Background: an optimization exercise with open tools, aiming at small area, a short achievable clock period and few clock cycles per item. Do not read the settings as production practice.
At most, simulation tests tie the RTL to the original design; equivalence was not proved.

==> build 39 <==
## execute_top
module execute_top (
    input  logic        clk,
    input  logic        rst,
    input  logic        flush,
    input  logic        alu_issue,
    input  logic [6:0]  alu_op_code,
    input  logic [2:0]  alu_funct3,
    input  logic [6:0]  alu_funct7,
    input  logic [31:0] alu_imm,
    input  logic [31:0] alu_pc,
    input  logic [31:0] alu_rs1,
    input  logic [31:0] alu_rs2,
    input  logic [5:0]  alu_pd,
    input  logic [4:0]  alu_rd,
    input  logic [4:0]  alu_rob,
    input  logic        alu_pred_taken,
    input  logic [31:0] alu_btb_pc_next,
    input  logic        mul_issue,
    input  logic [2:0]  mul_funct3,
    input  logic [31:0] mul_rs1,
    input  logic [31:0] mul_rs2,
    input  logic [5:0]  mul_pd,
    input  logic [4:0]  mul_rd,
    input  logic [4:0]  mul_rob,
    input  logic [31:0] mul_pc,
    output logic        mul_ready,
    output logic        alu_wb_valid,
    output logic [31:0] alu_pv,
    output logic [5:0]  alu_wb_pd,
    output logic [4:0]  alu_wb_rd,
    output logic [31:0] alu_wb_pc,
    output logic [4:0]  alu_wb_rob,
    output logic [31:0] alu_pc_next,
    output logic        alu_update_pc_next,
    output logic        alu_branch_taken,
    output logic        mul_wb_valid,
    output logic [31:0] mul_pv,
    output logic [5:0]  mul_wb_pd,
    output logic [4:0]  mul_wb_rd,
    output logic [31:0] mul_wb_pc,
    output logic [4:0]  mul_wb_rob
);
==> flow/config.mk <==
export PLATFORM = sky130hd
export DESIGN_NAME = execute_top
export DESIGN_NICKNAME = execute_top
export VERILOG_FILES = /design/flow/design.v
export SDC_FILE = /design/flow/constraint.sdc
export NUM_CORES = 4
export LEC_CHECK = 0
export ABC_AREA = 1
export CAP_MARGIN = 20
export CORE_MARGIN = 2
export CORE_UTILIZATION = 40
export SLEW_MARGIN = 20
==> flow/constraint.sdc <==
create_clock -name core_clock -period 10.0 [get_ports {clk}]
set_input_delay 2.0000 -clock core_clock [delete_from_list [all_inputs] [get_ports {clk}]]
set_output_delay 2.0000 -clock core_clock [all_outputs]
set_load 0.01 [all_outputs]
standard.sh (not shown) runs the stock make flow with config.mk's settings and CLKGATE_MAP_FILE= SYNTH_SCRIPT=/design/flow/synth_recipe.tcl, a recipe that flattens the netlist after the stock synthesis.
==> flow/flow/run.sh <==
#!/bin/bash
set -o pipefail
export SETUP_SLACK_MARGIN=6
export BUFFER_PORTS_ARGS="-buffer_cell sky130_fd_sc_hd__buf_2"
bash standard.sh > standard.log 2>&1
==> trial 9: changes against build 39 <==
--- a/flow/design.v
+++ b/flow/design.v
@@ -64,17 +64,13 @@
 `timescale 1ns/1ps
 `default_nettype none
 module alu_core (
     input  exec_pkg::issue_entry_t  entry,
     output logic [32-1:0]   pv_a,
     output logic [32-1:0]   pv_b,
-    output logic [32-1:0]   tgt,
-    output logic                    sel_a,       
-    output logic                    sel_b,       
-    output logic                    sel_pv,      
-    output logic                    sel_tgt,     
+    output logic [32-1:0]   pc_next,
     output logic                    update_pc_next,
     output logic                    branch_taken
 );
     localparam int XL = 32;
     logic [6:0]    op;
     logic [2:0]    f3;
@@ -85,22 +81,21 @@
     assign f7_5 = entry.funct7[5];
     assign imm  = entry.imm;
     assign pc   = entry.pc;
     assign btb  = entry.btb_pc_next;
     assign a    = entry.rs1_v;
     assign rs2  = entry.rs2_v;
-    logic is_br, is_jal, is_jalr, is_lui, is_auipc, is_alu, is_op, use_rs2;
+    logic is_br, is_jal, is_jalr, is_lui, is_auipc, is_alu, is_op;
     assign is_br    = op[6] & ~op[2];
     assign is_jal   = op[6] & op[3];
     assign is_jalr  = op[6] & op[2] & ~op[3];
     assign is_lui   = ~op[6] & op[2] & op[5];
     assign is_auipc = ~op[6] & op[2] & ~op[5];
     assign is_alu   = ~op[6] & ~op[2];
     assign is_op    = ~op[6] & ~op[2] & op[5];
-    assign use_rs2  = op[5] & ~op[2];
-    assign b = use_rs2 ? rs2 : imm;
+    assign b = op[5] ? rs2 : imm;
     logic [XL-1:0] rr, ri, pc_imm, pc_4;
     logic          rr_co, ri_co, pi_co;
     pfx_add #(.W(XL)) u_rr (
         .a (a), .b (rs2 ^ {XL{f7_5}}), .cin (f7_5), .s (rr), .cout (rr_co)
     );
     pfx_add #(.W(XL)) u_ri (
@@ -127,13 +122,13 @@
     logic          left, fill;
     logic [4:0]    shamt;
     logic [XL-1:0] sh_in, sh_out, sh_res;
     logic [2*XL-1:0] sh_wide;
     assign left  = ~f3[2];
     assign fill  = ~left & f7_5 & a[XL-1];
-    assign shamt = use_rs2 ? rs2[4:0] : imm[4:0];
+    assign shamt = op[5] ? rs2[4:0] : imm[4:0];
     always_comb begin
         for (int i = 0; i < XL; i++) begin
             sh_in[i] = left ? a[XL-1-i] : a[i];
         end
     end
     assign sh_wide = {{XL{fill}}, sh_in} >> shamt;
@@ -164,38 +159,39 @@
             3'b101:  taken = ~lt_rr;
             3'b110:  taken = ltu_rr;
             default: taken = ~ltu_rr;
         endcase
     end
     assign redirect = taken ? (~entry.pred_taken | ~eq_imm) : (entry.pred_taken | ~eq_4);
+    logic sel_pc4, sel_pi, sel_rr, sel_ri, sel_lui, sel_b;
+    assign sel_pc4 = op[6] & op[2];
+    assign sel_pi  = is_auipc;
+    assign sel_rr  = is_op & (f3 == 3'b000);
+    assign sel_ri  = is_alu & ~op[5] & (f3 == 3'b000);
+    assign sel_lui = is_lui;
+    assign sel_b   = is_alu & (f3 != 3'b000);
+    assign pv_a = ({XL{sel_pc4}} & pc_4) | ({XL{sel_pi}} & pc_imm)
+                | ({XL{sel_rr}} & rr) | ({XL{sel_ri}} & ri);
+    logic [XL-1:0] alu_b;
     always_comb begin
-        if (op[6])             pv_a = pc_4;
-        else if (op[2])        pv_a = pc_imm;
-        else if (op[5])        pv_a = rr;
-        else                   pv_a = ri;
-    end
-    always_comb begin
-        if (op[2]) begin
-            pv_b = imm;
-        end else begin
-            case (f3)
-                3'b010:  pv_b = {{(XL-1){1'b0}}, use_rs2 ? lt_rr : lt_ri};
-                3'b011:  pv_b = {{(XL-1){1'b0}}, use_rs2 ? ltu_rr : ltu_ri};
-                3'b100:  pv_b = a ^ b;
-                3'b110:  pv_b = a | b;
-                3'b111:  pv_b = a & b;
-                default: pv_b = sh_res;
-            endcase
-        end
+        case (f3)
+            3'b010:  alu_b = {{(XL-1){1'b0}}, op[5] ? lt_rr : lt_ri};
+            3'b011:  alu_b = {{(XL-1){1'b0}}, op[5] ? ltu_rr : ltu_ri};
+            3'b100:  alu_b = a ^ b;
+            3'b110:  alu_b = a | b;
+            3'b111:  alu_b = a & b;
+            default: alu_b = sh_res;
+        endcase
     end
-    assign sel_a   = (op[6] & op[2]) | is_auipc | (is_alu & (f3 == 3'b000));
-    assign sel_b   = is_lui | (is_alu & (f3 != 3'b000));
-    assign tgt            = is_jalr ? {ri[XL-1:1], 1'b0} : pc_imm;
-    assign sel_pv         = is_br & redirect & ~taken;
-    assign sel_tgt        = is_jal | is_jalr | (is_br & redirect & taken);
-    assign update_pc_next = is_jalr | (is_br & redirect);
+    assign pv_b = ({XL{sel_lui}} & imm) | ({XL{sel_b}} & alu_b);
+    logic br_redir;
+    assign br_redir = is_br & redirect;
+    assign pc_next  = ({XL{is_jal | (br_redir & taken)}} & pc_imm)
+                    | ({XL{is_jalr}} & {ri[XL-1:1], 1'b0})
+                    | ({XL{br_redir & ~taken}} & pc_4);
+    assign update_pc_next = is_jalr | br_redir;
     assign branch_taken   = is_br & taken;
 endmodule
 module pfx_add #(
     parameter int W      = 32,
     parameter int SPARSE = 0
 ) (
@@ -262,66 +258,56 @@
     input  logic                   flush,
     input  logic                   issue,
     input  exec_pkg::issue_entry_t entry,
     output logic                   wb_valid,
     output exec_pkg::exec_result_t result
 );
-    logic [32-1:0] pv_a, pv_b, tgt;
-    logic                  sel_a, sel_b, sel_pv, sel_tgt;
+    logic [32-1:0] pv_a, pv_b, pc_next;
     logic                  update_pc_next, branch_taken;
     alu_core u_alu_core (
         .entry          (entry),
         .pv_a           (pv_a),
         .pv_b           (pv_b),
-        .tgt            (tgt),
-        .sel_a          (sel_a),
-        .sel_b          (sel_b),
-        .sel_pv         (sel_pv),
-        .sel_tgt        (sel_tgt),
+        .pc_next        (pc_next),
         .update_pc_next (update_pc_next),
         .branch_taken   (branch_taken)
     );
     logic                    valid_q;
-    logic [32-1:0]   pva_q, pvb_q, tgt_q, pc_q;
+    logic [32-1:0]   pva_q, pvb_q, pcn_q, pc_q;
     logic [6-1:0] pd_q;
     logic [4:0]              rd_q;
     logic [5-1:0]  rob_q;
-    logic                    sel_a_q, sel_b_q, sel_pv_q, sel_tgt_q;
     logic                    update_q, taken_q;
     always_ff @(posedge clk) begin
         if (rst) begin
             valid_q <= 1'b0;
         end else begin
             valid_q <= issue & ~flush;
         end
     end
     always_ff @(posedge clk) begin
         pva_q     <= pv_a;
         pvb_q     <= pv_b;
-        tgt_q     <= tgt;
+        pcn_q     <= pc_next;
         pd_q      <= entry.pd;
         rd_q      <= entry.rd;
         pc_q      <= entry.pc;
         rob_q     <= entry.rob_entry;
-        sel_a_q   <= sel_a;
-        sel_b_q   <= sel_b;
-        sel_pv_q  <= sel_pv;
-        sel_tgt_q <= sel_tgt;
         update_q  <= update_pc_next;
         taken_q   <= branch_taken;
     end
     assign wb_valid = valid_q;
     always_comb begin
         result                = '0;
-        result.pv             = ({32{sel_a_q}} & pva_q) | ({32{sel_b_q}} & pvb_q);
+        result.pv             = pva_q | pvb_q;
         result.pd             = pd_q;
         result.rd             = rd_q;
         result.pc             = pc_q;
         result.rob_entry      = rob_q;
         result.regf_we        = valid_q;
-        result.pc_next        = ({32{sel_pv_q}} & pva_q) | ({32{sel_tgt_q}} & tgt_q);
+        result.pc_next        = pcn_q;
         result.update_pc_next = update_q;
         result.branch_taken   = taken_q;
     end
 endmodule
 `default_nettype wire
 `timescale 1ns/1ps
- CTS_BUF_LIST: unset -> sky130_fd_sc_hd__clkbuf_8
- CTS_CLUSTER_SIZE: unset -> 25
- SLEW_MARGIN: 20 -> 60
- TNS_END_PERCENT: unset -> 30
==> trial 49: changes against build 39 <==
--- a/flow/design.v
+++ b/flow/design.v
@@ -64,17 +64,13 @@
 `timescale 1ns/1ps
 `default_nettype none
 module alu_core (
     input  exec_pkg::issue_entry_t  entry,
     output logic [32-1:0]   pv_a,
     output logic [32-1:0]   pv_b,
-    output logic [32-1:0]   tgt,
-    output logic                    sel_a,       
-    output logic                    sel_b,       
-    output logic                    sel_pv,      
-    output logic                    sel_tgt,     
+    output logic [32-1:0]   pc_next,
     output logic                    update_pc_next,
     output logic                    branch_taken
 );
     localparam int XL = 32;
     logic [6:0]    op;
     logic [2:0]    f3;
@@ -164,38 +160,39 @@
             3'b101:  taken = ~lt_rr;
             3'b110:  taken = ltu_rr;
             default: taken = ~ltu_rr;
         endcase
     end
     assign redirect = taken ? (~entry.pred_taken | ~eq_imm) : (entry.pred_taken | ~eq_4);
+    logic sel_pc4, sel_pi, sel_rr, sel_ri, sel_lui, sel_b;
+    assign sel_pc4 = op[6] & op[2];
+    assign sel_pi  = is_auipc;
+    assign sel_rr  = is_op & (f3 == 3'b000);
+    assign sel_ri  = is_alu & ~op[5] & (f3 == 3'b000);
+    assign sel_lui = is_lui;
+    assign sel_b   = is_alu & (f3 != 3'b000);
+    assign pv_a = ({XL{sel_pc4}} & pc_4) | ({XL{sel_pi}} & pc_imm)
+                | ({XL{sel_rr}} & rr) | ({XL{sel_ri}} & ri);
+    logic [XL-1:0] alu_b;
     always_comb begin
-        if (op[6])             pv_a = pc_4;
-        else if (op[2])        pv_a = pc_imm;
-        else if (op[5])        pv_a = rr;
-        else                   pv_a = ri;
-    end
-    always_comb begin
-        if (op[2]) begin
-            pv_b = imm;
-        end else begin
-            case (f3)
-                3'b010:  pv_b = {{(XL-1){1'b0}}, use_rs2 ? lt_rr : lt_ri};
-                3'b011:  pv_b = {{(XL-1){1'b0}}, use_rs2 ? ltu_rr : ltu_ri};
-                3'b100:  pv_b = a ^ b;
-                3'b110:  pv_b = a | b;
-                3'b111:  pv_b = a & b;
-                default: pv_b = sh_res;
-            endcase
-        end
+        case (f3)
+            3'b010:  alu_b = {{(XL-1){1'b0}}, use_rs2 ? lt_rr : lt_ri};
+            3'b011:  alu_b = {{(XL-1){1'b0}}, use_rs2 ? ltu_rr : ltu_ri};
+            3'b100:  alu_b = a ^ b;
+            3'b110:  alu_b = a | b;
+            3'b111:  alu_b = a & b;
+            default: alu_b = sh_res;
+        endcase
     end
-    assign sel_a   = (op[6] & op[2]) | is_auipc | (is_alu & (f3 == 3'b000));
-    assign sel_b   = is_lui | (is_alu & (f3 != 3'b000));
-    assign tgt            = is_jalr ? {ri[XL-1:1], 1'b0} : pc_imm;
-    assign sel_pv         = is_br & redirect & ~taken;
-    assign sel_tgt        = is_jal | is_jalr | (is_br & redirect & taken);
-    assign update_pc_next = is_jalr | (is_br & redirect);
+    assign pv_b = ({XL{sel_lui}} & imm) | ({XL{sel_b}} & alu_b);
+    logic br_redir;
+    assign br_redir = is_br & redirect;
+    assign pc_next  = ({XL{is_jal | (br_redir & taken)}} & pc_imm)
+                    | ({XL{is_jalr}} & {ri[XL-1:1], 1'b0})
+                    | ({XL{br_redir & ~taken}} & pc_4);
+    assign update_pc_next = is_jalr | br_redir;
     assign branch_taken   = is_br & taken;
 endmodule
 module pfx_add #(
     parameter int W      = 32,
     parameter int SPARSE = 0
 ) (
@@ -262,66 +259,56 @@
     input  logic                   flush,
     input  logic                   issue,
     input  exec_pkg::issue_entry_t entry,
     output logic                   wb_valid,
     output exec_pkg::exec_result_t result
 );
-    logic [32-1:0] pv_a, pv_b, tgt;
-    logic                  sel_a, sel_b, sel_pv, sel_tgt;
+    logic [32-1:0] pv_a, pv_b, pc_next;
     logic                  update_pc_next, branch_taken;
     alu_core u_alu_core (
         .entry          (entry),
         .pv_a           (pv_a),
         .pv_b           (pv_b),
-        .tgt            (tgt),
-        .sel_a          (sel_a),
-        .sel_b          (sel_b),
-        .sel_pv         (sel_pv),
-        .sel_tgt        (sel_tgt),
+        .pc_next        (pc_next),
         .update_pc_next (update_pc_next),
         .branch_taken   (branch_taken)
     );
     logic                    valid_q;
-    logic [32-1:0]   pva_q, pvb_q, tgt_q, pc_q;
+    logic [32-1:0]   pva_q, pvb_q, pcn_q, pc_q;
     logic [6-1:0] pd_q;
     logic [4:0]              rd_q;
     logic [5-1:0]  rob_q;
-    logic                    sel_a_q, sel_b_q, sel_pv_q, sel_tgt_q;
     logic                    update_q, taken_q;
     always_ff @(posedge clk) begin
         if (rst) begin
             valid_q <= 1'b0;
         end else begin
             valid_q <= issue & ~flush;
         end
     end
     always_ff @(posedge clk) begin
         pva_q     <= pv_a;
         pvb_q     <= pv_b;
-        tgt_q     <= tgt;
+        pcn_q     <= pc_next;
         pd_q      <= entry.pd;
         rd_q      <= entry.rd;
         pc_q      <= entry.pc;
         rob_q     <= entry.rob_entry;
-        sel_a_q   <= sel_a;
-        sel_b_q   <= sel_b;
-        sel_pv_q  <= sel_pv;
-        sel_tgt_q <= sel_tgt;
         update_q  <= update_pc_next;
         taken_q   <= branch_taken;
     end
     assign wb_valid = valid_q;
     always_comb begin
         result                = '0;
-        result.pv             = ({32{sel_a_q}} & pva_q) | ({32{sel_b_q}} & pvb_q);
+        result.pv             = pva_q | pvb_q;
         result.pd             = pd_q;
         result.rd             = rd_q;
         result.pc             = pc_q;
         result.rob_entry      = rob_q;
         result.regf_we        = valid_q;
-        result.pc_next        = ({32{sel_pv_q}} & pva_q) | ({32{sel_tgt_q}} & tgt_q);
+        result.pc_next        = pcn_q;
         result.update_pc_next = update_q;
         result.branch_taken   = taken_q;
     end
 endmodule
 `default_nettype wire
 `timescale 1ns/1ps
==> metrics.csv <==
metric;value;unit
status;complete, no violations;
grt_max_degree;100;
ys_ff_latch;575;
num_vias;50386;
wl_per_cell;27.12;um
first_pass_iters;13;
dp.final_hpwl;164500;um
cts_root_buf;clkbuf_16;
avgSynthCellArea;7.918;um^2
synth_compound_area_share;17.56;%
(the above is from trial 49)
==> metrics.csv <==
metric;value;unit
status;complete, no violations;
ys_ff_latch;575;
first_pass_iters;15;
synth_compound_area_share;17.53;%
grt_max_degree;73;
avgSynthCellArea;7.886;um^2
wl_per_cell;25.76;um
(the above is from trial 9)
==> metrics.csv <==
metric;value;unit
status;complete, no violations;
num_rows;130;
wl_per_cell;26.34;um
grt_max_degree;51;
num_vias;50629;
avgSynthCellArea;7.858;um^2
syn-num-nets;7451;
cts_root_buf;clkbuf_16;
synth_compound_area_share;18.28;%
first_pass_iters;14;
pg_comb;9.48;mW
(the above is from build 39)
Testbench counts of trial 9, summed over its fixed seeds: cycles 536, muls 512.
No functional check of the RTL was part of build 39 and trial 49.

re-timing with driven ports:
How much do the figures lean on ideal ports? The routed layouts below were timed once more, with nothing changed but the port constraints. Step 1 assumes that a clkbuf_16 drives the clock port and a buf_2 every other input. Step 2, shift: input delay + t, output delay - t, t = (earliest + latest rising clock arrival at the registers) / 2. This alone moves slack from input paths to output paths. Three values: no drivers, after step 1, after step 2; two values: the first two.
run	t, ns	slack for setup (ns)	slew at the worst register clock pin (ns)
build 39	0.753	5.942 / 5.942 / 5.312	0.07 / 0.07
trial 9	0.863	5.920 / 5.920 / 5.230	0.07 / 0.07
trial 49	0.762	5.914 / 5.914 / 5.288	0.07 / 0.07
After both steps setup and hold are still met in every run listed. For trial 9, which loses most, drivers alone change the setup slack by 0.000 ns; drivers and shift together by -0.690 ns.
